What follows belongs to an exercise in optimizing a design on an open flow for small area; a production flow would make more cautious choices. Function was checked by simulation only, so behaviour that the tests miss may differ from the original. Power figures rest on the tool's default switching activity, not on a simulated workload.

<file path="flow/run.sh">
#!/bin/bash
# synth_recipe.tcl (not shown) runs the flow's synth.tcl, then flattens the netlist and writes it again
# the make line also repeats each setting of config.mk as NAME=value (left out here)
make -C /OpenROAD-flow-scripts/flow DESIGN_CONFIG=/design/flow/config.mk WORK_HOME=/design/flow/orfs CLKGATE_MAP_FILE= SYNTH_SCRIPT=/design/flow/synth_recipe.tcl finish
</file>
<file path="flow/config.mk">
export PLATFORM = sky130hd
export DESIGN_NAME = cms_trace_gate
export DESIGN_NICKNAME = cms_trace_gate
export VERILOG_FILES = /design/flow/design.v
export SDC_FILE = /design/flow/constraint.sdc
export NUM_CORES = 4
export LEC_CHECK = 0
export CAP_MARGIN = 20
export CORE_MARGIN = 2
export CORE_UTILIZATION = 40
export SLEW_MARGIN = 20
</file>
<file path="flow/constraint.sdc">
create_clock -name core_clock -period 6.0 [get_ports {clk}]
set_input_delay 1.2000 -clock core_clock [delete_from_list [all_inputs] [get_ports {clk}]]
set_output_delay 1.2000 -clock core_clock [all_outputs]
set_load 0.01 [all_outputs]
</file>
<file path="flow/design.v">
package cms_trace_gate_pkg;
  typedef enum logic [3:0] {
    ADDR_CTRL       = 4'd0,
    ADDR_DECIM      = 4'd1,
    ADDR_INDEX      = 4'd2,
    ADDR_RANGE_LO   = 4'd3,
    ADDR_RANGE_HI   = 4'd4,
    ADDR_RANGE_EN   = 4'd5,
    ADDR_TRIG_START = 4'd6,
    ADDR_TRIG_END   = 4'd7,
    ADDR_TRIG_EN    = 4'd8
  } cms_gate_addr_t;
  typedef enum logic [1:0] {
    ST_IDLE    = 2'd0,
    ST_ARMED   = 2'd1,
    ST_TRACING = 2'd2,
    ST_STOPPED = 2'd3
  } cms_gate_state_t;
  localparam int CTRL_ARM  = 0;
  localparam int CTRL_CONT = 1;
  localparam int CTRL_CLR  = 2;
  localparam int TRIG_EN_START = 0;
  localparam int TRIG_EN_END   = 1;
endpackage
module cms_window_match #(
  parameter int XLEN         = 64,
  parameter int NUM_RANGES   = 4,
  parameter int NUM_TRIGGERS = 2,
  parameter int COMP_STYLE   = 2,
  parameter int BLK          = 8
) (
  input  logic [XLEN-1:0]                   pc,
  input  logic [NUM_RANGES-1:0][XLEN-1:0]   nlo,
  input  logic [NUM_RANGES-1:0][XLEN-1:0]   nhi,
  input  logic [NUM_RANGES-1:0]             range_en,
  input  logic [NUM_TRIGGERS-1:0][XLEN-1:0] start_addr,
  input  logic [NUM_TRIGGERS-1:0][XLEN-1:0] end_addr,
  input  logic [NUM_TRIGGERS-1:0]           start_en,
  input  logic [NUM_TRIGGERS-1:0]           end_en,
  output logic [NUM_RANGES-1:0]             range_hit,
  output logic [NUM_TRIGGERS-1:0]           start_hit,
  output logic [NUM_TRIGGERS-1:0]           end_hit
);
  localparam int NB = (XLEN + BLK - 1) / BLK;
  function automatic logic carry(input logic [XLEN-1:0] a,
                                 input logic [XLEN-1:0] b,
                                 input logic cin);
    logic c;
    logic [NB-1:0] g;
    logic [NB-1:0] t;
    logic [XLEN:0] s;
    if (COMP_STYLE == 0) begin
      s = {1'b0, a} + {1'b0, b} + {{XLEN{1'b0}}, cin};
      c = s[XLEN];
    end else if (COMP_STYLE == 1) begin
      c = cin;
      for (int i = 0; i < XLEN; i++)
        c = (a[i] & b[i]) | (c & (a[i] | b[i]));
    end else begin
      for (int k = 0; k < NB; k++) begin
        g[k] = 1'b0;
        t[k] = 1'b1;
        for (int j = 0; j < BLK; j++) begin
          if (k * BLK + j < XLEN) begin
            g[k] = (a[k*BLK+j] & b[k*BLK+j]) | (g[k] & (a[k*BLK+j] | b[k*BLK+j]));
            t[k] = t[k] & (a[k*BLK+j] | b[k*BLK+j]);
          end
        end
      end
      c = cin;
      for (int k = 0; k < NB; k++)
        c = g[k] | (t[k] & c);
    end
    carry = c;
  endfunction
  always_comb begin
    range_hit = '0;
    for (int i = 0; i < NUM_RANGES; i++) begin
      range_hit[i] = range_en[i]
                   & carry(pc, nlo[i], 1'b1)
                   & ~carry(pc, nhi[i], 1'b0);
    end
  end
  always_comb begin
    start_hit = '0;
    end_hit   = '0;
    for (int i = 0; i < NUM_TRIGGERS; i++) begin
      start_hit[i] = start_en[i] & (pc == start_addr[i]);
      end_hit[i]   = end_en[i] & (pc == end_addr[i]);
    end
  end
endmodule
module edge_detector (
  input  logic clk,
  input  logic rst_n,
  input  logic d,
  output logic rise
);
  logic d_q;
  always_ff @(posedge clk) begin
    if (!rst_n) begin
      d_q <= 1'b0;
    end else begin
      d_q <= d;
    end
  end
  assign rise = d & ~d_q;
endmodule
module cms_trace_gate
#(
  parameter int XLEN         = 64,
  parameter int INSTR_WIDTH  = 32,
  parameter int NUM_RANGES   = 4,
  parameter int NUM_TRIGGERS = 2,
  parameter int TS_WIDTH     = 16,
  parameter int DECIM_WIDTH  = 8,
  parameter int DROP_WIDTH   = 16,
  parameter int CTRL_WRITE_ENABLE_POSEDGE_TRIGGERED = 1
) (
  input  logic                   clk,
  input  logic                   rst_n,
  input  logic [XLEN-1:0]        pc,
  input  logic [INSTR_WIDTH-1:0] instr,
  input  logic                   pc_valid,
  input  logic                   en,
  input  logic [3:0]             ctrl_addr,
  input  logic [XLEN-1:0]        ctrl_wdata,
  input  logic                   ctrl_write_enable,
  output logic                   out_valid,
  input  logic                   out_ready,
  output logic [XLEN-1:0]        out_pc,
  output logic [INSTR_WIDTH-1:0] out_instr,
  output logic [TS_WIDTH-1:0]    out_delta,
  output logic [DROP_WIDTH-1:0]  dropped_count,
  output logic [1:0]             gate_state
);
  cms_trace_gate_pkg::cms_gate_state_t state;
  cms_trace_gate_pkg::cms_gate_state_t state_n;
  logic                             cont_q;
  logic [DECIM_WIDTH-1:0]           decim_q;
  logic [3:0]                       index_q;
  logic [NUM_RANGES-1:0][XLEN-1:0]  nlo_q;
  logic [NUM_RANGES-1:0][XLEN-1:0]  nhi_q;
  logic [NUM_RANGES-1:0]            ren_q;
  logic [NUM_TRIGGERS-1:0][XLEN-1:0] tstart_q;
  logic [NUM_TRIGGERS-1:0][XLEN-1:0] tend_q;
  logic [NUM_TRIGGERS-1:0]          sen_q;
  logic [NUM_TRIGGERS-1:0]          een_q;
  logic [DECIM_WIDTH-1:0] dec_cnt;
  logic [DECIM_WIDTH-1:0] cnt_eff;
  logic [DECIM_WIDTH-1:0] cnt_n;
  logic [TS_WIDTH-1:0]    since_q;
  logic                    wr;
  logic                    ctrl_wr;
  logic                    arm;
  logic                    disarm;
  logic [NUM_RANGES-1:0]   range_hit;
  logic [NUM_TRIGGERS-1:0] start_hit;
  logic [NUM_TRIGGERS-1:0] end_hit;
  logic                    start_any;
  logic                    end_any;
  logic                    window_ok;
  logic                    trig_fire;
  logic                    qual;
  logic                    capture;
  logic                    load;
  logic                    drop;
  if (CTRL_WRITE_ENABLE_POSEDGE_TRIGGERED != 0) begin : g_edge
    edge_detector u_we (
      .clk   (clk),
      .rst_n (rst_n),
      .d     (ctrl_write_enable),
      .rise  (wr)
    );
  end else begin : g_level
    assign wr = ctrl_write_enable;
  end
  assign ctrl_wr = wr & (ctrl_addr == cms_trace_gate_pkg::ADDR_CTRL);
  assign arm     = ctrl_wdata[cms_trace_gate_pkg::CTRL_ARM];
  assign disarm  = ctrl_wr & ~arm;
  cms_window_match #(
    .XLEN         (XLEN),
    .NUM_RANGES   (NUM_RANGES),
    .NUM_TRIGGERS (NUM_TRIGGERS)
  ) u_match (
    .pc         (pc),
    .nlo        (nlo_q),
    .nhi        (nhi_q),
    .range_en   (ren_q),
    .start_addr (tstart_q),
    .end_addr   (tend_q),
    .start_en   (sen_q),
    .end_en     (een_q),
    .range_hit  (range_hit),
    .start_hit  (start_hit),
    .end_hit    (end_hit)
  );
  assign start_any = |start_hit;
  assign end_any   = |end_hit;
  assign window_ok = (ren_q == '0) | (|range_hit);
  assign trig_fire = (state == cms_trace_gate_pkg::ST_ARMED)
                   & ((sen_q == '0) | (pc_valid & start_any));
  always_comb begin
    state_n = state;
    unique case (state)
      cms_trace_gate_pkg::ST_IDLE: ;
      cms_trace_gate_pkg::ST_ARMED: begin
        if (trig_fire) begin
          state_n = (pc_valid & end_any) ? cms_trace_gate_pkg::ST_STOPPED : cms_trace_gate_pkg::ST_TRACING;
        end
      end
      cms_trace_gate_pkg::ST_TRACING: begin
        if (pc_valid & end_any) state_n = cms_trace_gate_pkg::ST_STOPPED;
      end
      cms_trace_gate_pkg::ST_STOPPED: begin
        if (cont_q) state_n = cms_trace_gate_pkg::ST_ARMED;
      end
      default: state_n = cms_trace_gate_pkg::ST_IDLE;
    endcase
    if (ctrl_wr) begin
      if (!arm) begin
        state_n = cms_trace_gate_pkg::ST_IDLE;
      end else if (state == cms_trace_gate_pkg::ST_IDLE || state == cms_trace_gate_pkg::ST_STOPPED) begin
        state_n = cms_trace_gate_pkg::ST_ARMED;
      end
    end
  end
  always_comb begin
    qual = en & pc_valid & window_ok & ~disarm
         & ((state == cms_trace_gate_pkg::ST_TRACING) | ((state == cms_trace_gate_pkg::ST_ARMED) & start_any));
    cnt_eff = trig_fire ? '0 : dec_cnt;
    capture = qual & (cnt_eff == decim_q);
    cnt_n   = cnt_eff;
    if (qual) cnt_n = capture ? '0 : cnt_eff + 1'b1;
    load = capture & (~out_valid | out_ready);
    drop = capture & ~load;
  end
  always_ff @(posedge clk) begin
    if (!rst_n) begin
      state   <= cms_trace_gate_pkg::ST_IDLE;
      dec_cnt <= '0;
      since_q <= '0;
    end else begin
      state   <= state_n;
      dec_cnt <= cnt_n;
      since_q <= load ? TS_WIDTH'(1) : since_q + 1'b1;
    end
  end
  always_ff @(posedge clk) begin
    if (!rst_n) begin
      out_valid     <= 1'b0;
      dropped_count <= '0;
    end else begin
      if (load) begin
        out_valid <= 1'b1;
      end else if (out_ready) begin
        out_valid <= 1'b0;
      end
      if (ctrl_wr && ctrl_wdata[cms_trace_gate_pkg::CTRL_CLR]) begin
        dropped_count <= '0;
      end else if (drop && dropped_count != '1) begin
        dropped_count <= dropped_count + 1'b1;
      end
    end
  end
  logic out_le;
  assign out_le = load | ~rst_n;
  always_ff @(posedge clk) begin
    if (out_le) begin
      out_pc    <= pc & {XLEN{rst_n}};
      out_instr <= instr & {INSTR_WIDTH{rst_n}};
      out_delta <= since_q & {TS_WIDTH{rst_n}};
    end
  end
  logic [XLEN-1:0] wd_z;    
  logic [XLEN-1:0] wd_nz;   
  assign wd_z  = ctrl_wdata & {XLEN{rst_n}};
  assign wd_nz = ~ctrl_wdata & {XLEN{rst_n}};
  logic a_ctrl, a_decim, a_index, a_lo, a_hi, a_ren, a_ts, a_te, a_ten;
  assign a_ctrl  = ~rst_n | (wr & (ctrl_addr == cms_trace_gate_pkg::ADDR_CTRL));
  assign a_decim = ~rst_n | (wr & (ctrl_addr == cms_trace_gate_pkg::ADDR_DECIM));
  assign a_index = ~rst_n | (wr & (ctrl_addr == cms_trace_gate_pkg::ADDR_INDEX));
  assign a_lo    = wr & (ctrl_addr == cms_trace_gate_pkg::ADDR_RANGE_LO);
  assign a_hi    = wr & (ctrl_addr == cms_trace_gate_pkg::ADDR_RANGE_HI);
  assign a_ren   = wr & (ctrl_addr == cms_trace_gate_pkg::ADDR_RANGE_EN);
  assign a_ts    = wr & (ctrl_addr == cms_trace_gate_pkg::ADDR_TRIG_START);
  assign a_te    = wr & (ctrl_addr == cms_trace_gate_pkg::ADDR_TRIG_END);
  assign a_ten   = wr & (ctrl_addr == cms_trace_gate_pkg::ADDR_TRIG_EN);
  always_ff @(posedge clk) begin
    if (a_ctrl)  cont_q  <= wd_z[cms_trace_gate_pkg::CTRL_CONT];
    if (a_decim) decim_q <= wd_z[DECIM_WIDTH-1:0];
    if (a_index) index_q <= wd_z[3:0];
  end
  for (genvar i = 0; i < NUM_RANGES; i++) begin : g_range
    logic sel;
    assign sel = index_q == 4'(i);
    always_ff @(posedge clk) begin
      if (~rst_n | (a_lo & sel))  nlo_q[i] <= ~wd_z;
      if (~rst_n | (a_hi & sel))  nhi_q[i] <= wd_nz;
      if (~rst_n | (a_ren & sel)) ren_q[i] <= wd_z[0];
    end
  end
  for (genvar i = 0; i < NUM_TRIGGERS; i++) begin : g_trig
    logic sel;
    assign sel = index_q == 4'(i);
    always_ff @(posedge clk) begin
      if (~rst_n | (a_ts & sel))  tstart_q[i] <= wd_z;
      if (~rst_n | (a_te & sel))  tend_q[i]   <= wd_z;
      if (~rst_n | (a_ten & sel)) begin
        sen_q[i] <= wd_z[cms_trace_gate_pkg::TRIG_EN_START];
        een_q[i] <= wd_z[cms_trace_gate_pkg::TRIG_EN_END];
      end
    end
  end
  assign gate_state = state;
endmodule
</file>
==> results of run 1 <==
==> layout make-up <==
class	instances	area (um^2)	share of cell area, %
inverter	124	467	0.920
clock buffer	128	2700	5.32
sequential	945	27900	55.1
multi-input combinational	2048	12700	25.1
timing repair buffer	504	4650	9.16
clock inverter	58	531	1.05
antenna	1	2.50	0.00493
tap	1380	1730	3.40
==> cell families (layout without fill, tap and decap cells) <==
logic type,Yosys count,count (layout),synth area share (%)
AO/OA/AOI/OAI,769,769,13.1
XOR/XNOR,207,207,4.34
adder cells (fa/ha/maj),30,30,0.760
buffers and inverters,307,814,3.05
flip-flops,945,945,66.9
multiplexers,3,3,0.0719
other,0,1,0
AND/OR/NAND/NOR,1039,1039,11.8
==> worst max-delay path, stage by stage <==
cell and delay (ns):
clkdlybuf4s50_1 0.71, o22ai_1 0.38, o211ai_1 0.17, a222oi_1 0.35
o21ai_1 0.35, nor4_1 0.99, o211ai_1 0.15, buf_4 0.20
o211a_1 0.15, o221ai_2 0.38, o21ai_2 0.13, o31ai_4 0.31
buf_12 0.20, buf_4 0.20
==> state kept, by name, summed over array words and instances, names as in the netlist, 2 cells and up <==
register,flops
since_q,16
ren_q,4
index_q,4
state,2
dropped_count,16
sen_q,2
een_q,2
out_instr,32
decim_q,8
out_delta,16
tend_q,128
dec_cnt,8
out_pc,64
tstart_q,128
nhi_q,256
nlo_q,256
==> path summary, 6_finish.rpt <==
path	end	slack, ns	startpoint	cells past startpoint
worst min register to register	dropped_count[5]	0.49	dropped_count[5]	2
worst max register to register	out_delta[10]	1.47	nhi_q[26]	13
worst max-delay path	out_delta[10]	0.49	pc[26]	14
worst min-delay path	dropped_count[5]	0.49	dropped_count[5]	2
==> Yosys cell counts (43+ instances only) <==
master,count
o22ai_1,157
o211ai_1,60
clkbuf_1,81
nor2_1,379
xnor2_1,116
nand4_1,43
o21ai_0,93
and2_1,92
buf_2,60
edfxtp_1,901
nand2_1,222
nor4_1,61
nor3_1,66
nand3_1,51
inv_1,122
a22oi_1,118
xor2_1,91
a21oi_1,73
dfxtp_1,44
==> routing by layer <==
metal / global-route usage [%] / vias to the layer above / wire, um
met5: 0 / - / 17
met4: 10.5 / 2 / 5760
met3: 6.18 / 257 / 16300
met2: 40.2 / 1764 / 64700
met1: 38.5 / 15300 / 60900
li1: - / 13500 / -
==> where the power goes <==
group,total (mW),switching [mW],internal [mW]
registers,7.87,0.208,7.66
logic,1.84,1.19,0.655
clock network,6.19,2.63,3.56
==> summary.md, run 1 <==
| Metric | Value |
|---|---|
| # Max-Cap Violations | `0` |
| Capturing element type of the critical path | `register` |
| Post-CTS setup-driven buffer insertion count | `0` |
| Clock tree skew after final layout | `around 0.032 ns` |
| Die ar. | `approximately 110000 um^2` |
| Largest vdd supply drop | `~0.22 mV` |
| EDFF count, synth | `~900` |
| Highest Clock Rate | `182 MHz` |
| Worst slack, placed | `-0.232 ns` |
| Via density per instance | `roughly 5.9` |
| Vias | `between 30000 and 40000` |
| CTS Root Cell | `clkbuf_16` |
| Sequential area share after synthesis | `66.9%` |
| Detailed-placement wirelength estimate | `about 110000 um` |
| Die Span Y | `around 330 um` |
| Syn Nets | `approximately 3500` |
| Crit path time final | `5.51 ns` |
| Fraction of layout instances using a drive strength above 1 | `10.2%` |
| Rel. slew slack | `21.7%` |
| Global-route usage over all layers | `between 20 and 30%` |
| I/O pin count | `between 300 and 400` |
| Cell Area, Synth | `between 40000 and 50000 um^2` |
| Minimum setup slack in the final design | `between 0.4 and 0.5 ns` |
| Clock sink count | `around 950` |
| Placed Cells incl. Taps | `roughly 5000` |
| Area growth syn-to-layout | `21.4%` |
| Routed wire length | `148000 um` |
| Hold Fails Final Rpt | `0` |
| Most used flip-flop cell after synthesis | `edfxtp_1` |
| Most common cell after layout, fill and taps aside | `edfxtp_1` |
| Highest net fanout along the worst path | `13` |
| Fin crit share | `between 90 and 100%` |
| Endpoint arrival time on the critical path | `~5.9 ns` |
| Post-layout instance count excluding filler cells | `~5200` |
| Total gr overflow | `0` |
| Number of buffers inserted during clock tree synthesis | `between 100 and 150` |
| Data required time at the worst endpoint | `about 6.4 ns` |
| Mean instance size in the synthesized netlist | `between 10 and 15 um^2` |
| Number of antenna violations at the first check in global routing | `3` |
| Number of fill cells in the layout | `a little over 9000` |
| Maximum number of pins on one net before global-route repair | `around 120` |
| Detail Route Antenna Nets | `0` |
| GPL Wtd Cong | `1.06` |
| Max Buffers Root-to-Sink | `3` |
| Fraction of post-synthesis cell area in the top cell type by area | `approximately 65%` |
| Area of the core | `104000 um^2` |
| Distinct cells, synth | `89` |
| Setup Viol. Count Final | `0` |
| Post-Layout Inst Area | `around 51000 um^2` |
| Final Max Tran Viols | `0` |
| Synthesis Warnings | `3` |
| Total power after layout | `roughly 16 mW` |
| Avg WL per Cell | `about 28 um` |
| Layout Utilization | `about half` |
| Total negative slack | `0 ns` |
| Hold WS | `~0.5 ns` |
| TritonCTS clock tree | `done` |
| First DRT Iteration DRCs | `around 4500` |
| Share of flip-flops with an asynchronous set or reset | `0%` |
| Post-cts sizing count | `0` |
| Setup repair after global routing missed its margin | `false` |
| Commonest cells after routing, fill and taps aside | `edfxtp_1 (901), nor2_1 (379), clkdlybuf4s50_1 (299), nand2_1 (222), buf_4 (195)` |
| Number of synthesized register bits | `945` |
| Final Net Count | `3901` |
| Leak Pwr | `17.9 nW` |
| Length of the first detailed-routing pass in iterations | `7` |
| Cell area after placement | `roughly 48000 um^2` |
| Power density over the cells | `313 nW/um^2` |
| Cell Rows | `around 120` |
| Area leader, netlist | `edfxtp_1` |
| DR DRC count | `0` |
| Clock insertion delay at the later pin of the skew report | `between 0.6 and 0.7 ns` |
| Cts hold-fix bufs | `0` |
| Nature of the critical path startpoint | `input port` |
| Clock transition at the registers of the reported paths | `roughly 0.060 ns` |
| Least-Margin Pin Slew | `1.16 ns` |
| Initial standard-cell utilization of the core | `40.3%` |
| WS Path Type | `input port to register` |
| Outcome | `timing/DRC/antenna clean` |
| Die boundary width | `327 um` |
| Vias in the first global route | `between 20000 and 30000` |
| Htree depth | `3` |
| Post-Synthesis Cells | `3300` |
| Worst Hold Class | `register to register` |
| Cells taking the most area after synthesis | `edfxtp_1 (65%), nor2_1 (3.4%), xnor2_1 (2.4%)` |
| Number of buffers inserted by port buffering | `300` |
| Global-route wire length before repair | `208000 um` |
==> run 2: changes to the inputs <==
--- a/flow/design.v
+++ b/flow/design.v
@@ -26,7 +26,5 @@
   parameter int XLEN         = 64,
   parameter int NUM_RANGES   = 4,
-  parameter int NUM_TRIGGERS = 2,
-  parameter int COMP_STYLE   = 2,
-  parameter int BLK          = 8
+  parameter int NUM_TRIGGERS = 2
 ) (
   input  logic [XLEN-1:0]                   pc,
@@ -34,6 +32,6 @@
   input  logic [NUM_RANGES-1:0][XLEN-1:0]   nhi,
   input  logic [NUM_RANGES-1:0]             range_en,
-  input  logic [NUM_TRIGGERS-1:0][XLEN-1:0] start_addr,
-  input  logic [NUM_TRIGGERS-1:0][XLEN-1:0] end_addr,
+  input  logic [NUM_TRIGGERS-1:0][XLEN-1:0] nstart,
+  input  logic [NUM_TRIGGERS-1:0][XLEN-1:0] nend,
   input  logic [NUM_TRIGGERS-1:0]           start_en,
   input  logic [NUM_TRIGGERS-1:0]           end_en,
@@ -42,53 +40,43 @@
   output logic [NUM_TRIGGERS-1:0]           end_hit
 );
-  localparam int NB = (XLEN + BLK - 1) / BLK;
-  function automatic logic carry(input logic [XLEN-1:0] a,
-                                 input logic [XLEN-1:0] b,
-                                 input logic cin);
-    logic c;
-    logic [NB-1:0] g;
-    logic [NB-1:0] t;
-    logic [XLEN:0] s;
-    if (COMP_STYLE == 0) begin
-      s = {1'b0, a} + {1'b0, b} + {{XLEN{1'b0}}, cin};
-      c = s[XLEN];
-    end else if (COMP_STYLE == 1) begin
-      c = cin;
-      for (int i = 0; i < XLEN; i++)
-        c = (a[i] & b[i]) | (c & (a[i] | b[i]));
-    end else begin
-      for (int k = 0; k < NB; k++) begin
-        g[k] = 1'b0;
-        t[k] = 1'b1;
-        for (int j = 0; j < BLK; j++) begin
-          if (k * BLK + j < XLEN) begin
-            g[k] = (a[k*BLK+j] & b[k*BLK+j]) | (g[k] & (a[k*BLK+j] | b[k*BLK+j]));
-            t[k] = t[k] & (a[k*BLK+j] | b[k*BLK+j]);
-          end
-        end
-      end
-      c = cin;
-      for (int k = 0; k < NB; k++)
-        c = g[k] | (t[k] & c);
-    end
-    carry = c;
-  endfunction
-  always_comb begin
-    range_hit = '0;
-    for (int i = 0; i < NUM_RANGES; i++) begin
-      range_hit[i] = range_en[i]
-                   & carry(pc, nlo[i], 1'b1)
-                   & ~carry(pc, nhi[i], 1'b0);
-    end
+  for (genvar i = 0; i < NUM_RANGES; i++) begin : g_range
+    logic ge_lo;
+    logic gt_hi;
+    cms_carry #(.W(XLEN), .CIN(1)) u_lo (.a(pc), .b(nlo[i]), .c(ge_lo));
+    cms_carry #(.W(XLEN), .CIN(0)) u_hi (.a(pc), .b(nhi[i]), .c(gt_hi));
+    assign range_hit[i] = range_en[i] & ge_lo & ~gt_hi;
+  end
+  for (genvar i = 0; i < NUM_TRIGGERS; i++) begin : g_trig
+    logic s_eq;
+    logic e_eq;
+    cms_eq #(.W(XLEN)) u_s (.a(pc), .nb(nstart[i]), .eq(s_eq));
+    cms_eq #(.W(XLEN)) u_e (.a(pc), .nb(nend[i]), .eq(e_eq));
+    assign start_hit[i] = start_en[i] & s_eq;
+    assign end_hit[i]   = end_en[i] & e_eq;
   end
+endmodule
+module cms_carry #(
+  parameter int W   = 64,
+  parameter int CIN = 0
+) (
+  input  logic [W-1:0] a,
+  input  logic [W-1:0] b,
+  output logic         c
+);
   always_comb begin
-    start_hit = '0;
-    end_hit   = '0;
-    for (int i = 0; i < NUM_TRIGGERS; i++) begin
-      start_hit[i] = start_en[i] & (pc == start_addr[i]);
-      end_hit[i]   = end_en[i] & (pc == end_addr[i]);
-    end
+    c = 1'(CIN);
+    for (int i = 0; i < W; i++)
+      c = (a[i] & b[i]) | (c & (a[i] | b[i]));
   end
 endmodule
+module cms_eq #(
+  parameter int W = 64
+) (
+  input  logic [W-1:0] a,
+  input  logic [W-1:0] nb,
+  output logic         eq
+);
+  assign eq = &(a ^ nb);
+endmodule
 module edge_detector (
   input  logic clk,
@@ -139,10 +127,11 @@
   logic                             cont_q;
   logic [DECIM_WIDTH-1:0]           decim_q;
-  logic [3:0]                       index_q;
+  logic [1:0]                       index_q;
+  logic                             index_lt4_q;
   logic [NUM_RANGES-1:0][XLEN-1:0]  nlo_q;
   logic [NUM_RANGES-1:0][XLEN-1:0]  nhi_q;
   logic [NUM_RANGES-1:0]            ren_q;
-  logic [NUM_TRIGGERS-1:0][XLEN-1:0] tstart_q;
-  logic [NUM_TRIGGERS-1:0][XLEN-1:0] tend_q;
+  logic [NUM_TRIGGERS-1:0][XLEN-1:0] ntstart_q;
+  logic [NUM_TRIGGERS-1:0][XLEN-1:0] ntend_q;
   logic [NUM_TRIGGERS-1:0]          sen_q;
   logic [NUM_TRIGGERS-1:0]          een_q;
@@ -188,6 +177,6 @@
     .nhi        (nhi_q),
     .range_en   (ren_q),
-    .start_addr (tstart_q),
-    .end_addr   (tend_q),
+    .nstart     (ntstart_q),
+    .nend       (ntend_q),
     .start_en   (sen_q),
     .end_en     (een_q),
@@ -274,6 +263,8 @@
   end
   logic [XLEN-1:0] wd_z;    
+  logic [XLEN-1:0] wd_n1;   
   logic [XLEN-1:0] wd_nz;   
   assign wd_z  = ctrl_wdata & {XLEN{rst_n}};
+  assign wd_n1 = ~wd_z;
   assign wd_nz = ~ctrl_wdata & {XLEN{rst_n}};
   logic a_ctrl, a_decim, a_index, a_lo, a_hi, a_ren, a_ts, a_te, a_ten;
@@ -290,11 +281,14 @@
     if (a_ctrl)  cont_q  <= wd_z[cms_trace_gate_pkg::CTRL_CONT];
     if (a_decim) decim_q <= wd_z[DECIM_WIDTH-1:0];
-    if (a_index) index_q <= wd_z[3:0];
+    if (a_index) begin
+      index_q     <= wd_z[1:0];
+      index_lt4_q <= (wd_z[3:2] == 2'b00);
+    end
   end
   for (genvar i = 0; i < NUM_RANGES; i++) begin : g_range
     logic sel;
-    assign sel = index_q == 4'(i);
+    assign sel = index_lt4_q & (index_q == 2'(i));
     always_ff @(posedge clk) begin
-      if (~rst_n | (a_lo & sel))  nlo_q[i] <= ~wd_z;
+      if (~rst_n | (a_lo & sel))  nlo_q[i] <= wd_n1;
       if (~rst_n | (a_hi & sel))  nhi_q[i] <= wd_nz;
       if (~rst_n | (a_ren & sel)) ren_q[i] <= wd_z[0];
@@ -303,8 +297,8 @@
   for (genvar i = 0; i < NUM_TRIGGERS; i++) begin : g_trig
     logic sel;
-    assign sel = index_q == 4'(i);
+    assign sel = index_lt4_q & (index_q == 2'(i));
     always_ff @(posedge clk) begin
-      if (~rst_n | (a_ts & sel))  tstart_q[i] <= wd_z;
-      if (~rst_n | (a_te & sel))  tend_q[i]   <= wd_z;
+      if (~rst_n | (a_ts & sel))  ntstart_q[i] <= wd_n1;
+      if (~rst_n | (a_te & sel))  ntend_q[i]   <= wd_n1;
       if (~rst_n | (a_ten & sel)) begin
         sen_q[i] <= wd_z[cms_trace_gate_pkg::TRIG_EN_START];
==> flow/flow/run.sh (new file) <==
#!/bin/bash
# Layout flow: the standard ORFS flow (the standard.sh, unchanged synthesis)
# with the smallest plain buffer on the ports and a clock tree of clkbuf_8
# without dummy loads.
set -euo pipefail
cd "$(dirname "$0")/.."
export BUFFER_PORTS_ARGS="-buffer_cell sky130_fd_sc_hd__buf_1"
export CTS_ARGS="-sink_clustering_enable -repair_clock_nets -sink_clustering_size 18 -sink_clustering_max_diameter 70 -buf_list sky130_fd_sc_hd__clkbuf_8 -sink_clustering_buffer sky130_fd_sc_hd__clkbuf_8 -dont_use_dummy_load"
bash standard.sh > standard_flow.log 2>&1
==> flow/standard.sh (new file) <==
#!/bin/bash
# synth_recipe.tcl (not shown) runs the flow's synth.tcl, then flattens the netlist and writes it again
# the make line also repeats each setting of config.mk as NAME=value (left out here)
make -C /OpenROAD-flow-scripts/flow DESIGN_CONFIG=/design/flow/config.mk WORK_HOME=/design/flow/orfs CLKGATE_MAP_FILE= SYNTH_SCRIPT=/design/flow/synth_recipe.tcl "${@:-finish}"
--- a/flow/config.mk
+++ b/flow/config.mk
@@ -8,4 +8,4 @@
 export CAP_MARGIN = 20
 export CORE_MARGIN = 2
-export CORE_UTILIZATION = 40
+export CORE_UTILIZATION = 55
 export SLEW_MARGIN = 20
removed: flow/run.sh
==> run 2 against run 1 <==
  * Core utilization grew 12 points
  * Clock skew increased by 0.059 ns
  * Synthesized area is 1.5% lower
  * Worst setup slack got worse by 0.23 ns
  * Synthesized cell count decreased by 4.5%
  * Critical path depth rose by 1
  * Sequential cell count shrank 1
  * Global-route usage increased by 6.8 points
  * Power shrank 23%
==> summary.md, run 2 <==
| Metric | Value |
|---|---|
| Sequential area share after synthesis | `67.8% (+0.94 points)` |
| Capturing element type of the critical path | `register` |
| Commonest cells after routing, fill and taps aside | `edfxtp_1 (900), buf_1 (299), nand2_1 (267), nor2_1 (259), o22ai_1 (167)` |
| Top Registers | `nhi_q (256), nlo_q (256)` |
| Initial standard-cell utilization of the core | `55.4% (+15 points)` |
| Number of synthesized register bits | `944 (-0.11%)` |
| TritonCTS clock tree | `done` |
| Highest Clock Rate | `174 MHz (-4.0%)` |
| Final Net Count | `3661 (-6.2%)` |
| Share of flip-flops with an asynchronous set or reset | `0% (unchanged)` |
| Cell Area, Synth | `41200 um^2 (-1.5%)` |
| Slowest-stage cell, CP | `a2111oi_0` |
| Leak Pwr | `14.5 nW (-19%)` |
| Cts hold-fix bufs | `0 (unchanged)` |
| Largest vdd supply drop | `0.218 mV (-1.8%)` |
| Final Max Tran Viols | `0 (unchanged)` |
| Cell Rows | `100 (-15%)` |
| Most used flip-flop cell after synthesis | `edfxtp_1` |
| Number of fill cells in the layout | `5965 (-35%)` |
| Outcome | `timing/DRC/antenna clean` |
| Detail Route Antenna Nets | `0 (unchanged)` |
| Layout Utilization | `60.6% (+12 points)` |
| Syn Nets | `3328 (-4.3%)` |
| Detailed-placement wirelength estimate | `98900 um (-11%)` |
| Clock sink count | `944 (-0.11%)` |
| Area used by multi-input combinational logic | `12500 um^2 (-2.0%)` |
| Synthesis Warnings | `4 (+1)` |
| Die boundary width | `278 um (-15%)` |
| Rel. slew slack | `24.5% (+2.8 points)` |
| Area of the core | `74300 um^2 (-28%)` |
| Setup repair after global routing missed its margin | `false` |
| Max Buffers Root-to-Sink | `3 (unchanged)` |
| Cell-by-cell trace of the critical path | `buf_1, buf_4, buf_4, o211ai_1, a21oi_1, a2111oi_0, nand3_1, nor4_2, nor4b_1, o32ai_1, a211oi_4, or3_1, o21ai_4, buf_12, buf_4` |
| Data required time at the worst endpoint | `6.42 ns (+0.04 ns)` |
| Via density per instance | `6.66 (+12%)` |
| I/O pin count | `301 (unchanged)` |
| Area growth syn-to-layout | `9.47%` |
| Vias in the first global route | `28300 (-1.6%)` |
| # Max-Cap Violations | `0 (unchanged)` |
| Global-route usage over all layers | `33.9% (+6.8 points)` |
| Maximum number of pins on one net before global-route repair | `205 (+68%)` |
| Die Span Y | `278 um (-15%)` |
| Highest net fanout along the worst path | `12 (-1)` |
| Clock insertion delay at the later pin of the skew report | `0.77 ns (+0.08 ns)` |
| Worst Hold Class | `register to register` |
| Avg WL per Cell | `29.8 um (+4.8%)` |
| Top post-synthesis cells by count | `edfxtp_1 (900), nand2_1 (267), nor2_1 (259)` |
| Total negative slack | `0 ns (unchanged)` |
| Area leader, netlist | `edfxtp_1` |
| DR DRC count | `0 (unchanged)` |
| Least-Margin Pin Slew | `1.13 ns (-0.0313 ns)` |
| Routed wire length | `133000 um (-10%)` |
| Hold Fails Final Rpt | `0 (unchanged)` |
| CTS Root Cell | `clkbuf_8` |
| Footprint of the flip-flops and latches | `27900 um^2 (-0.11%)` |
| Distinct cells, synth | `85 (-4.5%)` |
| Number of buffers inserted during clock tree synthesis | `60 (-41%)` |
| Number of buffers inserted by port buffering | `300 (unchanged)` |
| Die ar. | `77000 um^2 (-28%)` |
| Global-route wire length before repair | `191000 um (-8.0%)` |
| Length of the first detailed-routing pass in iterations | `9 (+2)` |
| Endpoint arrival time on the critical path | `6.15 ns (+0.26 ns)` |
| Power density over the cells | `272 nW/um^2 (-13%)` |
| EDFF count, synth | `900 (-0.11%)` |
| Fraction of post-synthesis cell area in the top cell type by area | `65.7% (+0.91 points)` |
| Fin crit share | `95.6% (+3.8 points)` |
| Total gr overflow | `0 (unchanged)` |
| Crit path time final | `5.73 ns (+0.227 ns)` |
| First DRT Iteration DRCs | `4129 (-7.4%)` |
| Mean instance size in the synthesized netlist | `13.1 um^2 (+3.2%)` |
| Fraction of layout instances using a drive strength above 1 | `7.87% (-2.3 points)` |
| Crit-path max cell delay | `0.87 ns (-0.12 ns)` |
| Clock transition at the registers of the reported paths | `0.11 ns (+0.05 ns)` |
| Number of antenna violations at the first check in global routing | `7 (+4)` |
| Post-CTS setup-driven buffer insertion count | `0 (unchanged)` |
| Cells taking the most area after synthesis | `edfxtp_1 (66%), xnor2_1 (2.6%), o22ai_1 (2.5%)` |
| Htree depth | `2 (-1)` |
| GPL Wtd Cong | `0.969 (-8.5%)` |
| Post-Synthesis Cells | `3151 (-4.5%)` |
| Clock tree skew after final layout | `0.0908 ns (+0.0586 ns)` |
| Post-cts sizing count | `0 (unchanged)` |
| Vias | `29600 (-3.8%)` |
| Setup Viol. Count Final | `0 (unchanged)` |
| Critical path's most frequent cell | `buf_4` |
| Cell with the most instances after synthesis | `edfxtp_1` |
| Most common cell after layout, fill and taps aside | `edfxtp_1` |
| Nature of the critical path startpoint | `input port` |
| WS Path Type | `input port to register` |
[run 2: cell types whose count changed after synthesis, moves of 14 or more]
cell,before,now
a211oi_1,24,46
a31oi_1,9,23
and2_1,92,116
buf_2,60,80
inv_1,122,18
maj3_1,23,3
nand2_1,222,267
nand2b_1,28,3
nand3_1,51,66
nor2_1,379,259
o211ai_1,60,46
xor2_1,91,74
[run 2: worst max-delay path: cells and delay by family]
kind            cells  cell delay [ns]
simple gates        4             1.97
buf+inv             5             1.12
compound gates      6             1.83
[run 2: layout make-up]
type	count	share of cell area, %
Sequential cell	944	61.9
Antenna cell	2	0.0111
Tap cell	969	2.69
Multi-Input combinational cell	1984	27.7
Inverter	18	0.153
Clock buffer	60	1.83
Timing Repair Buffer	476	5.69
[run 2: kinds of logic after synthesis]
| group | after synthesis | share of synthesized area, % |
|---|---|---|
| simple gates | 991 | 11.8 |
| flops | 944 | 67.8 |
| compound gates | 784 | 13.6 |
| buf+inv | 223 | 2.31 |
| xor+xnor | 196 | 4.17 |
| fa+ha+maj | 10 | 0.286 |
| mux | 3 | 0.0730 |
[run 2: path summary, 6_finish.rpt]
| check | from | endpoint | slack (ns) | cells after the start |
|---|---|---|---|---|
| max | pc[61] | out_delta[2] | 0.27 | 15 |
| min | dropped_count[15] | dropped_count[15] | 0.50 | 2 |
| max reg2reg | nhi_q[254] | out_delta[2] | 1.02 | 12 |
| min reg2reg | dropped_count[15] | dropped_count[15] | 0.50 | 2 |
[run 2: stage by stage]
step           total power, mW  hold slack [ns]  cells  setup WS [ns]  cell area, um^2
3_3_place_gp              9.46            0.469   4390         -0.809            44200
6_report                  12.2            0.503   4453          0.267            45100
2_1_floorplan             8.78            0.495   3151          -1.05            41200
4_1_cts                   12.2            0.508   4451          0.366            45100
5_1_grt                   12.6            0.541   4453          0.240            45100
3_5_place_dp              9.49            0.491   4391         -0.403            44200
[run 2: where the power goes]
| part | leakage [nW] | internal [mW] | switching [mW] | total (mW) |
|---|---|---|---|---|
| registers | 8.95 | 7.63 | 0.200 | 7.83 |
| logic | 5.13 | 0.471 | 1.08 | 1.55 |
| clock network | 0.431 | 0.893 | 1.97 | 2.86 |
| total | 14.5 | 9.00 | 3.25 | 12.2 |
[run 2: per-layer routing]
layer	GRT usage [%]	vias up	part of all wire [%]
met1	48.7	14900	41
met2	53.6	1579	46
met5	0	-	0.022
met3	5.15	184	9.0
li1	-	12900	-
met4	10.7	4	3.5
==> run 3: changes to the inputs <==
--- a/flow/config.mk
+++ b/flow/config.mk
@@ -6,6 +6,8 @@
 export NUM_CORES = 4
 export LEC_CHECK = 0
-export CAP_MARGIN = 20
+export CAP_MARGIN = 0
 export CORE_MARGIN = 2
 export CORE_UTILIZATION = 55
-export SLEW_MARGIN = 20
+export GPL_TIMING_DRIVEN = 0
+export SETUP_SLACK_MARGIN = 0.3
+export SLEW_MARGIN = 0
==> run 3 against run 2 <==
  * Sequential share of layout area decreased by 0.34 points
  * Register-to-register slack got worse by 0.15 ns
  * Maximum frequency about the same
  * Critical endpoint is now out_pc[36]
  * Highest routed layer unchanged
==> summary.md, run 3 <==
| Metric | Value |
|---|---|
| Crit-path max cell delay | `0.58 ns (-0.29 ns)` |
| Synthesis Warnings | `4 (unchanged)` |
| Capturing element type of the critical path | `register` |
| Final Net Count | `3692 (+0.85%)` |
| Syn Nets | `3328 (unchanged)` |
| Fin crit share | `95.5% (about the same)` |
| Cell with the most instances after synthesis | `edfxtp_1` |
| Highest Clock Rate | `175 MHz (about the same)` |
| Met3 track demand over resource in global routing | `7.01% (+1.9 points)` |
| Vias | `30300 (+2.3%)` |
| Start of the worst register-to-register path | `ntstart_q[30]` |
| Cells taking the most area after synthesis | `edfxtp_1 (66%), xnor2_1 (2.6%), o22ai_1 (2.5%)` |
| Cell-by-cell trace of the critical path | `buf_1, clkbuf_2, o22ai_1, nor3_1, o21ai_1, a211oi_2, o211ai_1, and4_1, o32ai_1, a211oi_4, buf_4, clkbuf_2, or3_4, o21ai_4, buf_16, buf_12, buf_12` |
| Routed wire length | `140000 um (+5.1%)` |
| Die boundary width | `278 um (unchanged)` |
| Leak Pwr | `14.5 nW (about the same)` |
| Vias in the first global route | `28600 (+1.1%)` |
| Worst r2r dst | `out_pc[36]` |
| Die ar. | `77000 um^2 (unchanged)` |
| Cell Area, Synth | `41200 um^2 (unchanged)` |
| Area growth syn-to-layout | `10.1%` |
| FF-to-FF path depth | `13 (+1)` |
| Mean instance size in the synthesized netlist | `13.1 um^2 (unchanged)` |
| Final Max Tran Viols | `0 (unchanged)` |
| Detailed-placement wirelength estimate | `108000 um (+9.0%)` |
| EDFF count, synth | `900 (unchanged)` |
| Number of logic stages on the critical path including buffering | `17 (+2)` |
| Number of fill cells in the layout | `6040 (+1.3%)` |
| Area of the core | `74300 um^2 (unchanged)` |
| Endpoint arrival time on the critical path | `6.17 ns (+0.02 ns)` |
| Highest net fanout along the worst path | `31 (+19)` |
| Detail Route Antenna Nets | `0 (unchanged)` |
| Met1 Use GR | `49.9% (+1.2 points)` |
| Rel. slew slack | `4.31% (-20 points)` |
| Via density per instance | `6.76 (+1.6%)` |
| Post-Synthesis Cells | `3151 (unchanged)` |
| Top Registers | `nhi_q (256), nlo_q (256)` |
| Buffer and inverter count on the worst path | `7 (+2)` |
| Maximum number of pins on one net before global-route repair | `32 (-84%)` |
| GPL Wtd Cong | `0.967 (-0.13%)` |
| Family with the most delay on the worst path | `compound AO/OA/AOI/OAI gates` |
| Busiest layer in global routing | `met2` |
| Power density over the cells | `272 nW/um^2 (about the same)` |
| Commonest cells after routing, fill and taps aside | `edfxtp_1 (900), buf_1 (287), nand2_1 (267), nor2_1 (259), o22ai_1 (167)` |
| Slowest-stage cell, CP | `a211oi_2` |
| Fraction of post-synthesis cell area in the top cell type by area | `65.7% (unchanged)` |
| Cell Rows | `100 (unchanged)` |
| Crit path time final | `5.73 ns (-0.00526 ns)` |
| Avg WL per Cell | `31.1 um (+4.3%)` |
| Setup Viol. Count Final | `0 (unchanged)` |
| Die Span Y | `278 um (unchanged)` |
| Global-route wire length before repair | `200000 um (+4.3%)` |
| CTS Root Cell | `clkbuf_8` |
| Register-to-Register Setup Slack | `0.87 ns (-0.15 ns)` |
| Worst setup path endpoint | `out_pc[36]` |
| GRT met2 Usage | `57.6% (+4.0 points)` |
| Setup repair after global routing missed its margin | `false` |
| Minimum setup slack in the final design | `0.272 ns (+0.00526 ns)` |
| Outcome | `timing/DRC/antenna clean` |
| WS Path Type | `input port to register` |
| Fraction of layout instances using a drive strength above 1 | `7.63% (-0.24 points)` |
| Nature of the critical path startpoint | `input port` |
| Htree depth | `2 (unchanged)` |
| Area leader, netlist | `edfxtp_1` |
| Initial standard-cell utilization of the core | `55.4% (unchanged)` |
| DR DRC count | `0 (unchanged)` |
| Share of flip-flops with an asynchronous set or reset | `0% (unchanged)` |
| Least-Margin Pin Slew | `1.44 ns (+0.303 ns)` |
| Distinct cells, synth | `85 (unchanged)` |
| TritonCTS clock tree | `done` |
| Clock insertion delay at the later pin of the skew report | `0.76 ns (about the same)` |
| # Max-Cap Violations | `0 (unchanged)` |
| Max Buffers Root-to-Sink | `3 (unchanged)` |
| Hold Fails Final Rpt | `0 (unchanged)` |
| Worst slack, placed | `-2.05 ns (-1.64 ns)` |
| CP Launch Point | `pc[24]` |
| Number of synthesized register bits | `944 (unchanged)` |
| Clock tree skew after final layout | `0.0523 ns (-0.0386 ns)` |
| Footprint of the flip-flops and latches | `27900 um^2 (unchanged)` |
| Number of buffers inserted during clock tree synthesis | `59 (-1.7%)` |
| Length of the first detailed-routing pass in iterations | `8 (-1)` |
| Hold WS | `0.520 ns (+0.0167 ns)` |
| Area used by multi-input combinational logic | `12700 um^2 (+1.6%)` |
| Total negative slack | `0 ns (unchanged)` |
| Largest vdd supply drop | `0.201 mV (-7.9%)` |
| Global-route usage over all layers | `35.8% (+1.9 points)` |
| Most used flip-flop cell after synthesis | `edfxtp_1` |
| Number of buffers inserted by port buffering | `266 (-11%)` |
| Number of antenna violations at the first check in global routing | `7 (unchanged)` |
| Most common cell after layout, fill and taps aside | `edfxtp_1` |
| Clock sink count | `944 (unchanged)` |
| Total gr overflow | `0 (unchanged)` |
| Clock transition at the registers of the reported paths | `0.11 ns (about the same)` |
| I/O pin count | `301 (unchanged)` |
| Worst Hold Class | `register to register` |
| First DRT Iteration DRCs | `4501 (+9.0%)` |
| Data required time at the worst endpoint | `6.45 ns (+0.03 ns)` |
| Sequential area share after synthesis | `67.8% (unchanged)` |
| Top post-synthesis cells by count | `edfxtp_1 (900), nand2_1 (267), nor2_1 (259)` |
==> run 3: cell count changes in the layout (fill, tap and decap cells not counted), sizes merged <==
cell,before,now
clkbuf,61,156
inv,17,18
clkinv,1,0
clkdlybuf4s18,1,0
diode,2,5
buf,474,411
==> run 3: area by class of cell <==
cell class / instances / share of cell area, %
flip-flops and latches: 944 / 61.6
multi-input cells: 1984 / 28.0
repair buffers: 303 / 3.72
well taps: 969 / 2.68
plain buffers: 205 / 2.05
clock buffers: 59 / 1.79
inverters: 18 / 0.149
diodes: 5 / 0.0276
==> run 3: logic make-up after synthesis <==
| logic type | after synthesis | synth area share, % |
|---|---|---|
| AND/OR/NAND/NOR | 991 | 11.8 |
| flip-flops | 944 | 67.8 |
| AO/OA/AOI/OAI | 784 | 13.6 |
| buffers and inverters | 223 | 2.31 |
| XOR/XNOR | 196 | 4.17 |
| adder cells (fa/ha/maj) | 10 | 0.286 |
| multiplexers | 3 | 0.0730 |
==> run 3: how the worst min path moves through the flow <==
stage                                  from                 to  slack, ns  cells past startpoint
final                     dropped_count[13]  dropped_count[13]       0.52                      2
after global routing       dropped_count[9]   dropped_count[9]       0.56                      2
after CTS                 dropped_count[13]  dropped_count[13]       0.52                      2
after detailed placement  dropped_count[13]  dropped_count[13]       0.50                      2
after global placement     dropped_count[1]   dropped_count[1]       0.49                      2
after floorplan           dropped_count[15]  dropped_count[15]       0.49                      2
==> run 3: layer usage <==
metal / vias up / wire length [um]
li1: 13000 / -
met3: 207 / 14600
met2: 1881 / 65600
met1: 15200 / 55100
met4: 4 / 4290
met5: - / 23
==> run 3: worst reg2reg max path: cells and delay by family, from the launching register on <==
kind / cells / cell delay [ns]
xor+xnor: 1 / 0.21
flops: 1 / 0.40
compound gates: 4 / 1.27
simple gates: 5 / 2.28
buf+inv: 3 / 0.67
==> run 3: what timing repair did <==
action / 4_1_cts / 5_1_grt
setup endpoints to repair: 153 / 56
hold buffers: 0 / 0
hold endpoints to repair: 0 / 0
resized for setup: 38 / 37
setup buffers: 1 / 2
gates cloned: 0 / 0
pin swaps: 2 / 4
==> run 3: per-stage QoR <==
stage | power [mW] | cells | cell area, um^2 | util [%]
6_report | 12.3 | 4487 | 45300 | 61.0
5_1_grt | 12.7 | 4483 | 45300 | 61.0
4_1_cts | 12.3 | 4480 | 45200 | 60.8
3_5_place_dp | 9.51 | 4420 | 44200 | 59.5
3_3_place_gp | 9.46 | 4386 | 43400 | 58.4
2_1_floorplan | 8.78 | 3151 | 41200 | -
==> run 3: report_power, final <==
| part | leakage, nW | switching [mW] | internal, mW |
|---|---|---|---|
| Combinational | 5.12 | 1.13 | 0.478 |
| Sequential | 8.95 | 0.196 | 7.63 |
| Clock | 0.424 | 2.00 | 0.881 |
| Total | 14.5 | 3.32 | 8.99 |
==> run 4: changes to the inputs <==
==> flow/flow/run.sh (replaced) <==
#!/bin/bash
# Layout flow: the standard ORFS flow (the standard.sh, unchanged synthesis)
# with buf_2 on the ports and a clock tree of clkbuf_8
# without dummy loads.
set -euo pipefail
cd "$(dirname "$0")/.."
export BUFFER_PORTS_ARGS="-buffer_cell sky130_fd_sc_hd__buf_2"
export CTS_ARGS="-sink_clustering_enable -repair_clock_nets -sink_clustering_size 16 -sink_clustering_max_diameter 70 -buf_list sky130_fd_sc_hd__clkbuf_8 -sink_clustering_buffer sky130_fd_sc_hd__clkbuf_8 -dont_use_dummy_load"
bash standard.sh > standard_flow.log 2>&1
--- a/flow/config.mk
+++ b/flow/config.mk
@@ -6,8 +6,6 @@
 export NUM_CORES = 4
 export LEC_CHECK = 0
-export CAP_MARGIN = 0
+export CAP_MARGIN = 20
 export CORE_MARGIN = 2
 export CORE_UTILIZATION = 55
-export GPL_TIMING_DRIVEN = 0
-export SETUP_SLACK_MARGIN = 0.3
-export SLEW_MARGIN = 0
+export SLEW_MARGIN = 20
==> run 4 against run 3 <==
  * Register-to-register slack improved by 0.30 ns
  * First-iteration DRC count fell by 9.1%
  * Clock power rose by 7%
  * Die area did not move
  * Highest routed layer unchanged
==> summary.md, run 4 <==
| Metric | Value |
|---|---|
| CP Launch Point | `pc[34]` |
| Start of the worst register-to-register path | `nhi_q[87]` |
| Number of buffers inserted during clock tree synthesis | `70 (+19%)` |
| Data required time at the worst endpoint | `6.59 ns (+0.14 ns)` |
| Synthesis Warnings | `4 (unchanged)` |
| Post-cts sizing count | `0 (-100%)` |
| Worst setup path endpoint | `dec_cnt[6]` |
| Multiplexer fraction of the synthesized cell area | `0.0729% (unchanged)` |
| Initial standard-cell utilization of the core | `55.4% (unchanged)` |
| Total gr overflow | `0 (unchanged)` |
| Clock transition at the registers of the reported paths | `0.10 ns (about the same)` |
| Largest vdd supply drop | `0.209 mV (+3.9%)` |
| I/O pin count | `301 (unchanged)` |
| WS Path Type | `input port to register` |
| Sequential area share after synthesis | `67.8% (unchanged)` |
| Power density over the cells | `276 nW/um^2 (+1.6%)` |
| Hold WS | `0.502 ns (-0.0178 ns)` |
| Share of flip-flops with an asynchronous set or reset | `0% (unchanged)` |
| Number of antenna violations at the first check in global routing | `8 (+1)` |
| Final Max Tran Viols | `0 (unchanged)` |
| Die boundary width | `278 um (unchanged)` |
| Rel. slew slack | `27.5% (+23 points)` |
| Area leader, netlist | `edfxtp_1` |
| Maximum number of pins on one net before global-route repair | `104 (+230%)` |
| Area of the core | `74300 um^2 (unchanged)` |
| Routed wire length | `132000 um (-5.5%)` |
| Setup Viol. Count Final | `0 (unchanged)` |
| Number of fill cells in the layout | `5937 (-1.7%)` |
| Cts hold-fix bufs | `0 (unchanged)` |
| # Max-Cap Violations | `0 (unchanged)` |
| Global-route wire length before repair | `190000 um (-5.1%)` |
| Vias | `29500 (-2.9%)` |
| Outcome | `timing/DRC/antenna clean` |
| Fraction of layout instances using a drive strength above 1 | `14.8% (+7.2 points)` |
| Top Registers | `nhi_q (256), nlo_q (256)` |
| Distinct cells, synth | `85 (unchanged)` |
| Number of buffers inserted by port buffering | `300 (+13%)` |
| GPL Wtd Cong | `0.949 (-1.9%)` |
| Final Net Count | `3594 (-2.7%)` |
| Post-layout instance count excluding filler cells | `4388 (-2.2%)` |
| Worst r2r dst | `out_pc[35]` |
| Fin crit share | `92.0% (-3.4 points)` |
| Cell Rows | `100 (unchanged)` |
| FF-to-FF path depth | `13 (unchanged)` |
| Compound-gate portion of the synthesized area | `13.6% (unchanged)` |
| Cells taking the most area after synthesis | `edfxtp_1 (66%), xnor2_1 (2.6%), o22ai_1 (2.5%)` |
| Vias in the first global route | `27700 (-3.4%)` |
| Detail Route Antenna Nets | `0 (unchanged)` |
| Detailed-placement wirelength estimate | `95600 um (-11%)` |
| First DRT Iteration DRCs | `4093 (-9.1%)` |
| Worst slack, placed | `-0.0892 ns (+1.96 ns)` |
| Htree depth | `3 (+1)` |
| Placed Cells incl. Taps | `4312 (-2.4%)` |
| Die Span Y | `278 um (unchanged)` |
| DR DRC count | `0 (unchanged)` |
| Post-Synthesis Cells | `3151 (unchanged)` |
| Setup repair after global routing missed its margin | `false` |
| Endpoint arrival time on the critical path | `6.11 ns (-0.06 ns)` |
| Synth Area in Adders | `0.286% (unchanged)` |
| Post-CTS setup-driven buffer insertion count | `0 (-1)` |
| Minimum setup slack in the final design | `0.478 ns (+0.206 ns)` |
| Syn Nets | `3328 (unchanged)` |
| Least-Margin Pin Slew | `1.08 ns (-0.359 ns)` |
| Fraction of post-synthesis cell area in the top cell type by area | `65.7% (unchanged)` |
| Most common cell after layout, fill and taps aside | `edfxtp_1` |
| Cell Area, Synth | `41200 um^2 (unchanged)` |
| CTS Root Cell | `clkbuf_8` |
| TritonCTS clock tree | `done` |
| Simple-gate share of the synthesized area | `11.8% (unchanged)` |
| Clock insertion delay at the later pin of the skew report | `0.70 ns (-0.06 ns)` |
| Worst hold start | `dropped_count[15]` |
| Total power after layout | `12.5 mW (+1.2%)` |
| Mean instance size in the synthesized netlist | `13.1 um^2 (unchanged)` |
| Largest family of logic cells by synthesized area | `compound AO/OA/AOI/OAI gates` |
| Leak Pwr | `15.1 nW (+4.2%)` |
| Length of the first detailed-routing pass in iterations | `8 (unchanged)` |
| Cell with the most instances after synthesis | `edfxtp_1` |
| Register-to-Register Setup Slack | `1.17 ns (+0.30 ns)` |
| Crit path time final | `5.52 ns (-0.206 ns)` |
| EDFF count, synth | `900 (unchanged)` |
| Die ar. | `77000 um^2 (unchanged)` |
| Capturing element type of the critical path | `register` |
| Highest net fanout along the worst path | `48 (+55%)` |
| Post-Synth XOR/XNOR Area | `4.17% (unchanged)` |
| Hold Fails Final Rpt | `0 (unchanged)` |
| Commonest cells after routing, fill and taps aside | `edfxtp_1 (900), buf_2 (299), nand2_1 (267), nor2_1 (259), o22ai_1 (167)` |
| Number of synthesized register bits | `944 (unchanged)` |
| Nature of the critical path startpoint | `input port` |
| Most used flip-flop cell after synthesis | `edfxtp_1` |
| Highest Clock Rate | `181 MHz (+3.7%)` |
| Global-route usage over all layers | `33.7% (-2.1 points)` |
| Clock sink count | `944 (unchanged)` |
| Clock tree skew after final layout | `0.0473 ns (-0.00493 ns)` |
| Area growth syn-to-layout | `9.56%` |
| Top post-synthesis cells by count | `edfxtp_1 (900), nand2_1 (267), nor2_1 (259)` |
| Avg WL per Cell | `30.1 um (-3.4%)` |
| Worst Hold Class | `register to register` |
| Via density per instance | `6.71 (-0.67%)` |
| Max Buffers Root-to-Sink | `3 (unchanged)` |
## run 4: changes by cell type in the layout (fill, tap and decap cells not counted), sizes merged
cell / previous run / this run
clkinv: 0 / 1
buf: 411 / 399
diode: 5 / 4
clkbuf: 156 / 70
inv: 18 / 17
## run 4: logic make-up after synthesis
family                     count (synthesis)
DFF                                      944
AOI/OAI and AO/OA                        784
buffers and inverters                    223
muxes                                      3
and+or+nand+nor                          991
xor gates and xnor gates                 196
adders and majority gates                 10
## run 4: how the worst min path moves through the flow
stage / endpoint / cells after the start
final: dropped_count[15] / 2
after CTS: dropped_count[15] / 2
after global routing: dropped_count[15] / 2
after floorplan: dropped_count[15] / 2
after detailed placement: dropped_count[15] / 2
after global placement: dropped_count[15] / 2
## run 4: metal layers
metal	global-route usage, %	vias up	wire (um)
li1	-	12800	-
met2	52.1	1644	60500
met5	0	-	44
met1	49.1	14800	54700
met3	5.32	208	12200
met4	10.9	6	4490
## run 4: critical path: stages
cell	delay [ns]
buf_2	0.49
o22a_1	0.31
nor4b_2	0.43
nand4_1	0.49
a2111oi_1	0.86
nor4_1	0.15
buf_4	0.21
nor4b_1	0.29
o32ai_1	0.12
buf_4	0.18
a211oi_4	0.38
buf_12	0.16
buf_4	0.36
o211ai_1	0.25
a21oi_1	0.20
## run 4: cell type report
cell class | count | area (um^2) | share of cell area [%]
well taps | 969 | 1210 | 2.69
inverters | 18 | 68.8 | 0.153
diodes | 4 | 10.0 | 0.0222
flip-flops and latches | 944 | 27900 | 61.9
repair buffers | 399 | 2460 | 5.45
clock buffers | 70 | 963 | 2.14
multi-input cells | 1984 | 12500 | 27.7
## run 4: where the power goes
part           total, mW  switching, mW  internal, mW
Sequential          7.83          0.196          7.63
Clock               3.08           2.02          1.05
Combinational       1.55           1.07         0.484
Total               12.5           3.29          9.17
## run 4: per-stage QoR
stage / utilization (%) / TNS [ns] / instance area [um^2]
detailed placement: 59.3 / -3.25 / 44100
CTS: 60.6 / 0 / 45000
finish: 60.7 / 0 / 45100
floorplan: - / -134.99 / 41200
global route: 60.7 / 0 / 45100
global placement: 59.2 / -8.43 / 44000
==> run 5: changes to the inputs <==
--- a/flow/config.mk
+++ b/flow/config.mk
@@ -8,4 +8,4 @@
 export CAP_MARGIN = 20
 export CORE_MARGIN = 2
-export CORE_UTILIZATION = 55
+export CORE_UTILIZATION = 70
 export SLEW_MARGIN = 20
==> run 5 against run 4 <==
  * First-iteration DRC count grew 42%
  * Global-route usage is 9.6 points higher
  * Non-clock buffer count is 8 lower
  * Clock skew is 0.031 ns higher
  * Die area decreased by 21%
  * Sequential power is essentially flat
  * Combinational power is essentially flat
  * Core utilization grew 17 points
  * Sequential cell count unchanged
  * Power down 0.14%
  * Via count grew 5.9%
  * Largest power group unchanged
==> summary.md, run 5 <==
| Metric | Value |
|---|---|
| Highest net fanout along the worst path | `48 (unchanged)` |
| Global-route wire length before repair | `190000 um (+0.13%)` |
| Total negative slack | `0 ns (unchanged)` |
| Cells taking the most area after synthesis | `edfxtp_1 (66%), xnor2_1 (2.6%), o22ai_1 (2.5%)` |
| Slowest-stage cell, CP | `a2111oi_0` |
| Number of synthesized register bits | `944 (unchanged)` |
| Die ar. | `60800 um^2 (-21%)` |
| Initial standard-cell utilization of the core | `71.1% (+16 points)` |
| Clock sink count | `944 (unchanged)` |
| First DRT Iteration DRCs | `5830 (+42%)` |
| Endpoint arrival time on the critical path | `6.02 ns (-0.09 ns)` |
| Distinct cells, synth | `85 (unchanged)` |
| Net switching component of the power | `3.29 mW (about the same)` |
| Family with the most delay on the worst path | `simple AND/OR/NAND/NOR gates` |
| Buffer and inverter count on the worst path | `4 (-1)` |
| Post-CTS setup-driven buffer insertion count | `0 (unchanged)` |
| Fraction of post-synthesis cell area in the top cell type by area | `65.7% (unchanged)` |
| Commonest cells after routing, fill and taps aside | `edfxtp_1 (900), buf_2 (299), nand2_1 (267), nor2_1 (259), o22ai_1 (167)` |
| Routed wire length | `132000 um (+0.39%)` |
| Detailed-placement wirelength estimate | `95800 um (+0.28%)` |
| Via density per instance | `7.47 (+11%)` |
| Synthesis Warnings | `4 (unchanged)` |
| Avg WL per Cell | `31.7 um (+5.5%)` |
| Top post-synthesis cells by count | `edfxtp_1 (900), nand2_1 (267), nor2_1 (259)` |
| Capturing element type of the critical path | `register` |
| Max Buffers Root-to-Sink | `3 (unchanged)` |
| Cell Area, Synth | `41200 um^2 (unchanged)` |
| Internal power | `9.15 mW (-0.21%)` |
| I/O pin count | `301 (unchanged)` |
| Power density over the cells | `277 nW/um^2 (+0.37%)` |
| EDFF count, synth | `900 (unchanged)` |
| Critical path's most frequent cell | `buf_4` |
| Vias | `31200 (+5.9%)` |
| Final Net Count | `3585 (-0.25%)` |
| Layout Utilization | `77.5% (+17 points)` |
| Syn Nets | `3328 (unchanged)` |
| Setup Viol. Count Final | `0 (unchanged)` |
| Clock insertion delay at the later pin of the skew report | `0.71 ns (about the same)` |
| Sequential area share after synthesis | `67.8% (unchanged)` |
| Crit-path max cell delay | `0.76 ns (-0.10 ns)` |
| Detail Route Antenna Nets | `0 (unchanged)` |
| Leak Pwr | `15.1 nW (about the same)` |
| Combinational share of power | `12.6% (+0.2 points)` |
| Cell with the most instances after synthesis | `edfxtp_1` |
| Least-Margin Pin Slew | `1.16 ns (+0.0853 ns)` |
| Post-Layout Inst Area | `44900 um^2 (-0.51%)` |
| Area leader, netlist | `edfxtp_1` |
| Clock Power Share | `24.3% (-0.4 points)` |
| Total gr overflow | `0 (unchanged)` |
| Nature of the critical path startpoint | `input port` |
| Outcome | `timing/DRC/antenna clean` |
| Cell Rows | `88 (-12%)` |
| Top Registers | `nhi_q (256), nlo_q (256)` |
| Setup repair after global routing missed its margin | `false` |
| Final Max Tran Viols | `0 (unchanged)` |
| Part of the power in registers | `63.1% (+0.2 points)` |
| TritonCTS clock tree | `done` |
| Highest Clock Rate | `184 MHz (+1.8%)` |
| Number of buffers inserted during clock tree synthesis | `69 (-1.4%)` |
| Cell-by-cell trace of the critical path | `buf_2, o22a_1, nor4b_2, nand4_1, a2111oi_0, nor4_1, buf_4, nor4b_1, o32ai_1, a211oi_4, buf_4, nor4_4, buf_12, nor3_1` |
| Length of the first detailed-routing pass in iterations | `8 (unchanged)` |
| Minimum setup slack in the final design | `0.574 ns (+0.0953 ns)` |
| Crit path time final | `5.43 ns (-0.0953 ns)` |
| Post-Synthesis Cells | `3151 (unchanged)` |
| Hold Fails Final Rpt | `0 (unchanged)` |
| Clock tree skew after final layout | `0.0786 ns (+0.0313 ns)` |
| Post-cts sizing count | `0 (unchanged)` |
| Cts hold-fix bufs | `0 (unchanged)` |
| Switching part of the total | `26.4% (+0.051 points)` |
| Most used flip-flop cell after synthesis | `edfxtp_1` |
| CTS Root Cell | `clkbuf_8` |
| Worst Hold Class | `register to register` |
| Most common cell after layout, fill and taps aside | `edfxtp_1` |
| Vias in the first global route | `29200 (+5.4%)` |
| Post-layout instance count excluding filler cells | `4176 (-4.8%)` |
| Placed Cells incl. Taps | `4096 (-5.0%)` |
| Cell area after placement | `43700 um^2 (-0.74%)` |
| Rel. slew slack | `21.8% (-5.6 points)` |
| Area growth syn-to-layout | `9.00%` |
| Htree depth | `3 (unchanged)` |
| # Max-Cap Violations | `0 (unchanged)` |
| Mean instance size in the synthesized netlist | `13.1 um^2 (unchanged)` |
| Global-route usage over all layers | `43.3% (+9.6 points)` |
| Largest vdd supply drop | `0.241 mV (+16%)` |
| Fraction of layout instances using a drive strength above 1 | `14.7% (-0.17 points)` |
| GPL Wtd Cong | `1.04 (+10%)` |
| DR DRC count | `0 (unchanged)` |
| Die boundary width | `247 um (-11%)` |
| Data required time at the worst endpoint | `6.59 ns (about the same)` |
| Maximum number of pins on one net before global-route repair | `134 (+29%)` |
| Worst slack, placed | `0.240 ns (+0.330 ns)` |
| WS Path Type | `input port to register` |
| Share of flip-flops with an asynchronous set or reset | `0% (unchanged)` |
| Area of the core | `57900 um^2 (-22%)` |
| Clock transition at the registers of the reported paths | `0.10 ns (about the same)` |
| Fin crit share | `90.4% (-1.6 points)` |
| Die Span Y | `247 um (-11%)` |
| Number of buffers inserted by port buffering | `300 (unchanged)` |
| Number of antenna violations at the first check in global routing | `12 (+4)` |
[run 5: changes by cell type in the layout (fill, tap and decap cells not counted), sizes merged]
cell and delta:
clkbuf -1, buf -9, clkdlybuf4s18 +1, clkinv -1
diode +1, inv +1
[run 5: final cells by class]
| cell class | instances | area [um^2] |
|---|---|---|
| Fill cell | 3344 | 13000 |
| Tap cell | 765 | 957 |
| Sequential cell | 944 | 27900 |
| Multi-Input combinational cell | 1984 | 12500 |
| Antenna cell | 5 | 12.5 |
| Clock buffer | 69 | 950 |
| Timing Repair Buffer | 391 | 2490 |
| Inverter | 18 | 67.6 |
[run 5: final timing paths]
| kind | endpoint | cells past startpoint | slack [ns] | start |
|---|---|---|---|---|
| min reg2reg | dropped_count[15] | 2 | 0.50 | dropped_count[15] |
| max | since_q[4] | 14 | 0.57 | pc[34] |
| max reg2reg | out_pc[44] | 13 | 1.24 | nhi_q[76] |
| min | dropped_count[15] | 2 | 0.50 | dropped_count[15] |
[run 5: through the flow]
stage,power (mW),hold slack (ns)
floorplan,8.78,0.495
global placement,9.39,0.468
detailed placement,9.47,0.487
CTS,12.3,0.503
global route,12.7,0.525
finish,12.4,0.504
[run 5: worst reg2reg max path, cell delays in order, from the launching register on]
cell and delay [ns]:
edfxtp_1 0.43, o22ai_1 0.31, nor3_1 0.15, a211oi_1 0.45
o211ai_1 0.20, o21ai_0 0.92, a31oi_1 0.18, buf_4 0.21
nor4_1 0.40, a211oi_4 0.16, or3_1 0.47, o21ai_4 0.21
buf_12 0.20, buf_12 0.18
[run 5: logic make-up (layout without fill, tap and decap cells)]
| group | count (synthesis) | after routing | share of synthesized area [%] |
|---|---|---|---|
| compound gates | 784 | 784 | 13.6 |
| xor+xnor | 196 | 196 | 4.17 |
| flops | 944 | 944 | 67.8 |
| mux | 3 | 3 | 0.0730 |
| fa+ha+maj | 10 | 10 | 0.286 |
| simple gates | 991 | 991 | 11.8 |
| other cells | 0 | 5 | 0 |
| buf+inv | 223 | 478 | 2.31 |
[run 5: routing by layer]
layer | share of wire [%] | wire, um | vias up | track usage (%)
met1 | 35 | 46100 | 14900 | 60.0
met3 | 15 | 19300 | 443 | 10.0
met5 | 0.040 | 53 | - | 0
met2 | 46 | 60600 | 3062 | 67.3
li1 | - | - | 12800 | -
met4 | 4.7 | 6280 | 8 | 17.0
[run 5: power groups by stage]
stage / Sequential [mW] / Combinational, mW / Clock [mW]
floorplan: 7.97 / 0.815 / 0
global placement: 7.95 / 1.43 / 0
detailed placement: 7.98 / 1.49 / 0
CTS: 7.83 / 1.50 / 2.97
global route: 7.87 / 1.64 / 3.19
finish: 7.85 / 1.57 / 3.02

static timing again, ports no longer ideal:
No port has a modelled driver above. Below, the same layouts with a new extraction and two added sets of constraints.
Step 1, drivers: a clkbuf_16 drives clk and a buf_2 each remaining input, both assumed.
Step 2 times the ports against the registers' clock, not the clock port: input delays grow and output delays shrink by t, the midpoint of the rising clock arrivals with the driver on.
a / b / c = ideal / step 1 / step 2; a / b = the first two.
run	t (ns)	setup WS [ns]	worst hold slack (ns)
run 1	0.750	0.494 / 0.539 / -0.211	0.492 / 0.492 / 0.492
run 2	0.784	0.267 / 0.307 / -0.478	0.503 / 0.503 / 0.503
run 3	0.806	0.272 / 0.311 / -0.495	0.520 / 0.520 / 0.520
run 4	0.743	0.478 / 0.521 / -0.222	0.502 / 0.502 / 0.502
run 5	0.727	0.574 / 0.601 / -0.126	0.504 / 0.504 / 0.504
With both steps, setup timing fails in every run listed, where it was met with ideal ports. The setup slack of run 3, which loses most, moves by +0.039 ns with the drivers and by -0.767 ns with both steps.
